Context: an optimization exercise on an open-source flow, tuned for small area. The choices shown serve that exercise and are no tape-out recipe. RTL that was checked went through simulation tests only; none was proved equivalent to the original. Power is estimated from default activity; no workload was simulated. No driver is modelled on the clock port, so clocking that relies on it looks cheaper here than on a real chip.

Design daq_top, start of the top module:
module daq_top (
	input  logic                         AD_CLK_40M,
	input  logic                         arst_n_i,
	input  logic                         mcu_cs_n_i,
	input  logic                         mcu_we_n_i,
	input  logic                         mcu_rd_n_i,
	input  logic [daq_pkg::ADDR_W-1:0]   mcu_addr_i,
	input  daq_pkg::data_t               mcu_wdata_i,
	input  daq_pkg::data_t               adc_db_i,
	input  logic                         adc_busy_i,
	input  logic                         phase_i,
	output daq_pkg::data_t               mcu_rdata_o,
	output logic                         mcu_rvalid_o,
	output logic                         adc_convst_o,
	output logic                         adc_cs_n_o,
	output logic                         adc_rd_n_o
);
Size: about 3500 cells after synthesis, ~1300 flip-flops, roughly 42000 um2 of cells after synthesis.
==> flow/config.mk <==
export PLATFORM = sky130hd
export DESIGN_NAME = daq_top
export DESIGN_NICKNAME = daq_top
export VERILOG_FILES = /design/flow/design.v
export SDC_FILE = /design/flow/constraint.sdc
export NUM_CORES = 4
export LEC_CHECK = 0
export CAP_MARGIN = 20
export CORE_MARGIN = 2
export CORE_UTILIZATION = 40
export SLEW_MARGIN = 20
==> flow/constraint.sdc <==
create_clock -name core_clock -period 10.0 [get_ports {AD_CLK_40M}]
set_input_delay 2.0000 -clock core_clock [delete_from_list [all_inputs] [get_ports {AD_CLK_40M}]]
set_output_delay 2.0000 -clock core_clock [all_outputs]
set_load 0.01 [all_outputs]
standard.sh (not shown) runs the stock make flow with config.mk's settings and CLKGATE_MAP_FILE= SYNTH_SCRIPT=/design/flow/synth_recipe.tcl, a recipe that flattens the netlist after the stock synthesis.
==> flow/flow/run.sh <==
#!/bin/bash
# Standard layout with a leaner clock tree (no dummy loads, larger sink
# clusters) and single-drive port buffers. Each tool's output is in
# orfs/logs/; the make output is in flow_make.log.
set -euo pipefail
export CTS_ARGS="-sink_clustering_enable -repair_clock_nets -dont_use_dummy_load -sink_clustering_size 30 -sink_clustering_max_diameter 100"
export BUFFER_PORTS_ARGS="-buffer_cell sky130_fd_sc_hd__buf_1"
bash standard.sh > flow_make.log 2>&1
Next try:
==> flow/run.sh (new file) <==
#!/bin/bash
# synth_recipe.tcl (not shown) runs the flow's synth.tcl, then flattens the netlist and writes it again
# the make line also repeats each setting of config.mk as NAME=value (left out here)
make -C /OpenROAD-flow-scripts/flow DESIGN_CONFIG=/design/flow/config.mk WORK_HOME=/design/flow/orfs CLKGATE_MAP_FILE= SYNTH_SCRIPT=/design/flow/synth_recipe.tcl finish
- CTS_BUF_LIST: unset -> sky130_fd_sc_hd__clkbuf_4
removed: flow/flow/run.sh
removed: flow/standard.sh
Register-to-register slack hardly moves.
Routed wire length goes up by 1.6%.
Synthesized cell count does not change.
Synthesized area is unchanged.
Design area rises by 7.3%.
Count of clock-buffer cells in the layout is higher by 426.
Worst setup slack is better by 0.027 ns.
Critical path depth came out higher by 7.
Via count rises by 7.1%.
Total power is higher by 23%.
Core utilization rises by 3.2 points.
Next try:
==> flow/flow/run.sh (new file) <==
#!/bin/bash
# Standard layout with a leaner clock tree (no dummy loads, larger sink
# clusters) and single-drive port buffers. Each tool's output is in
# orfs/logs/; the make output is in flow_make.log.
set -euo pipefail
export CTS_ARGS="-sink_clustering_enable -repair_clock_nets -dont_use_dummy_load -sink_clustering_size 25 -sink_clustering_max_diameter 80"
export BUFFER_PORTS_ARGS="-buffer_cell sky130_fd_sc_hd__buf_1"
bash standard.sh > flow_make.log 2>&1
==> flow/standard.sh (new file) <==
#!/bin/bash
# synth_recipe.tcl (not shown) runs the flow's synth.tcl, then flattens the netlist and writes it again
# the make line also repeats each setting of config.mk as NAME=value (left out here)
make -C /OpenROAD-flow-scripts/flow DESIGN_CONFIG=/design/flow/config.mk WORK_HOME=/design/flow/orfs CLKGATE_MAP_FILE= SYNTH_SCRIPT=/design/flow/synth_recipe.tcl "${@:-finish}"
- CTS_BUF_LIST: sky130_fd_sc_hd__clkbuf_4 -> unset
removed: flow/run.sh
Result: Power came out lower by about a fifth. Wire length came out lower slightly. Non-clock buffer count came out lower by 8. Global-route usage came out lower by 0.62 points. Hold slack improves by 0.041 ns. Design area came out lower by a few percent. Die area does not change. Via count came out lower by a few percent.
No run of this note included a check of the RTL's function; only the layout flow was run.

* * *

daq_top, a different RTL version from the one above (not shown whole).
Size: roughly 2700 cells after synthesis, about 1300 flip-flops, about 68 I/O pins, ~38000 um^2 of cells after synthesis.
export LEC_CHECK = 0
export CAP_MARGIN = 20
export CORE_MARGIN = 2
export CORE_UTILIZATION = 70
export SLEW_MARGIN = 20
export SYNTH_HIERARCHICAL = 1
create_clock -name core_clock -period 10.0 [get_ports {AD_CLK_40M}]
==> flow/flow/run.sh <==
#!/bin/bash
# Standard layout with a leaner clock tree (no dummy loads, larger sink
# clusters) and single-drive port buffers. Each tool's output is in
# orfs/logs/; the make output is in flow_make.log.
set -euo pipefail
export CTS_ARGS="-sink_clustering_enable -repair_clock_nets -dont_use_dummy_load -sink_clustering_size 30 -sink_clustering_max_diameter 80"
export BUFFER_PORTS_ARGS="-buffer_cell sky130_fd_sc_hd__buf_1"
bash standard.sh > flow_make.log 2>&1
The baseline finished with timing, DRC and antenna clean.
Then changed:
==> flow/flow/run.sh (replaced) <==
#!/bin/bash
# The standard layout with three changes:
#  - after the standard synthesis, its combinational logic is mapped again
#    with an area-oriented ABC script (flow/area.abc); every flip-flop keeps
#    its instance, name and cell, and so do the a222oi/and2 read-select
#    cells the RTL builds;
#  - a leaner clock tree (no dummy loads, larger sink clusters);
#  - single-drive port buffers.
# Logs: synth_make.log, resynth.log, flow_make.log here, and ORFS's own in
# orfs/logs/.
set -euo pipefail
export CTS_ARGS="-sink_clustering_enable -repair_clock_nets -dont_use_dummy_load -sink_clustering_size 30 -sink_clustering_max_diameter 80"
export BUFFER_PORTS_ARGS="-buffer_cell sky130_fd_sc_hd__buf_1"

bash standard.sh synth > synth_make.log 2>&1

R=orfs/results/${FLOW_PLATFORM}/daq_top/base
P=${FLOW_HOME}/platforms/${FLOW_PLATFORM}
LIB=${P}/lib/sky130_fd_sc_hd__tt_025C_1v80.lib
cp ${R}/1_2_yosys.v standard_netlist.v
DONT_USE=$(sed -n '/DONT_USE_CELLS += /,/^#/p' ${P}/config.mk | grep -o "sky130_fd_sc_hd__[a-z0-9_]*" | sed 's/^/-dont_use /' | tr '\n' ' ')
cat > resynth.ys <<EOS
read_liberty -ignore_miss_func ${LIB}
blackbox sky130_fd_sc_hd__df* sky130_fd_sc_hd__edf* sky130_fd_sc_hd__sdf* sky130_fd_sc_hd__dl* sky130_fd_sc_hd__a222oi_1 sky130_fd_sc_hd__and2_1 sky130_fd_sc_hd__conb_1
read_verilog standard_netlist.v
hierarchy -top ${FLOW_TOP}
flatten
opt -full
abc -script $(pwd)/flow/area.abc -liberty ${LIB} ${DONT_USE}
opt_clean -purge
hilomap -singleton -hicell sky130_fd_sc_hd__conb_1 HI -locell sky130_fd_sc_hd__conb_1 LO
insbuf -buf sky130_fd_sc_hd__buf_4 A X
check
stat -liberty ${LIB}
write_verilog -noattr -nohex -nodec resynth_netlist.v
EOS
yosys -l resynth.log resynth.ys > /dev/null 2>&1
cp resynth_netlist.v ${R}/1_2_yosys.v
rm -f ${R}/1_synth.odb ${R}/1_synth.sdc

bash standard.sh > flow_make.log 2>&1
==> flow/flow/area.abc (new file) <==
strash
dch -f
map -a
&get -n
&st
&dc2
&dch -f
&nf -R 1000 -p -a
&put
Synthesized cell count is lower by a few percent.
Sequential cell count is unchanged.
Total power drops by a few percent.
Worst setup slack gets better by 39 ps.
Via count barely changes.
Die area falls by a few percent.
Combinational power goes down by a quarter to a third.

==> re-timing with driven ports <==
The results above use ideal ports. As a check the final layouts listed here were re-extracted and re-timed, cells and wires unchanged.
Step 1 assumes that a clkbuf_16 drives the clock port and a buf_2 every other input.
Step 2 also shifts input and output timing later by t, the mid clock arrival at the registers, as if the neighbouring blocks saw the same clock.
Slacks: ideal ports / drivers / drivers and shift; pairs: ideal ports / drivers.
run | t, ns | setup slack, ns | hold slack, ns | worst data-port slew with drivers (ns)
the first run of note 1 | 0.734 | 4.767 / 4.770 / 4.036 | 0.328 / 0.328 / 0.328 | 0.06
the second run of note 1 | 1.260 | 4.793 / 4.835 / 3.575 | 0.249 / 0.249 / 0.249 | 0.06
the third run of note 1 | 0.756 | 4.737 / 4.768 / 4.013 | 0.291 / 0.291 / 0.291 | 0.06
the first run of note 2 | 0.684 | 4.322 / 4.362 / 3.678 | 0.319 / 0.319 / 0.319 | 0.06
the second run of note 2 | 0.704 | 4.361 / 4.403 / 3.699 | 0.328 / 0.328 / 0.328 | 0.05
After both steps every run listed still meets setup and hold. For the second run of note 1, which loses most, drivers alone change the setup slack by +0.042 ns; drivers and shift together by -1.218 ns.
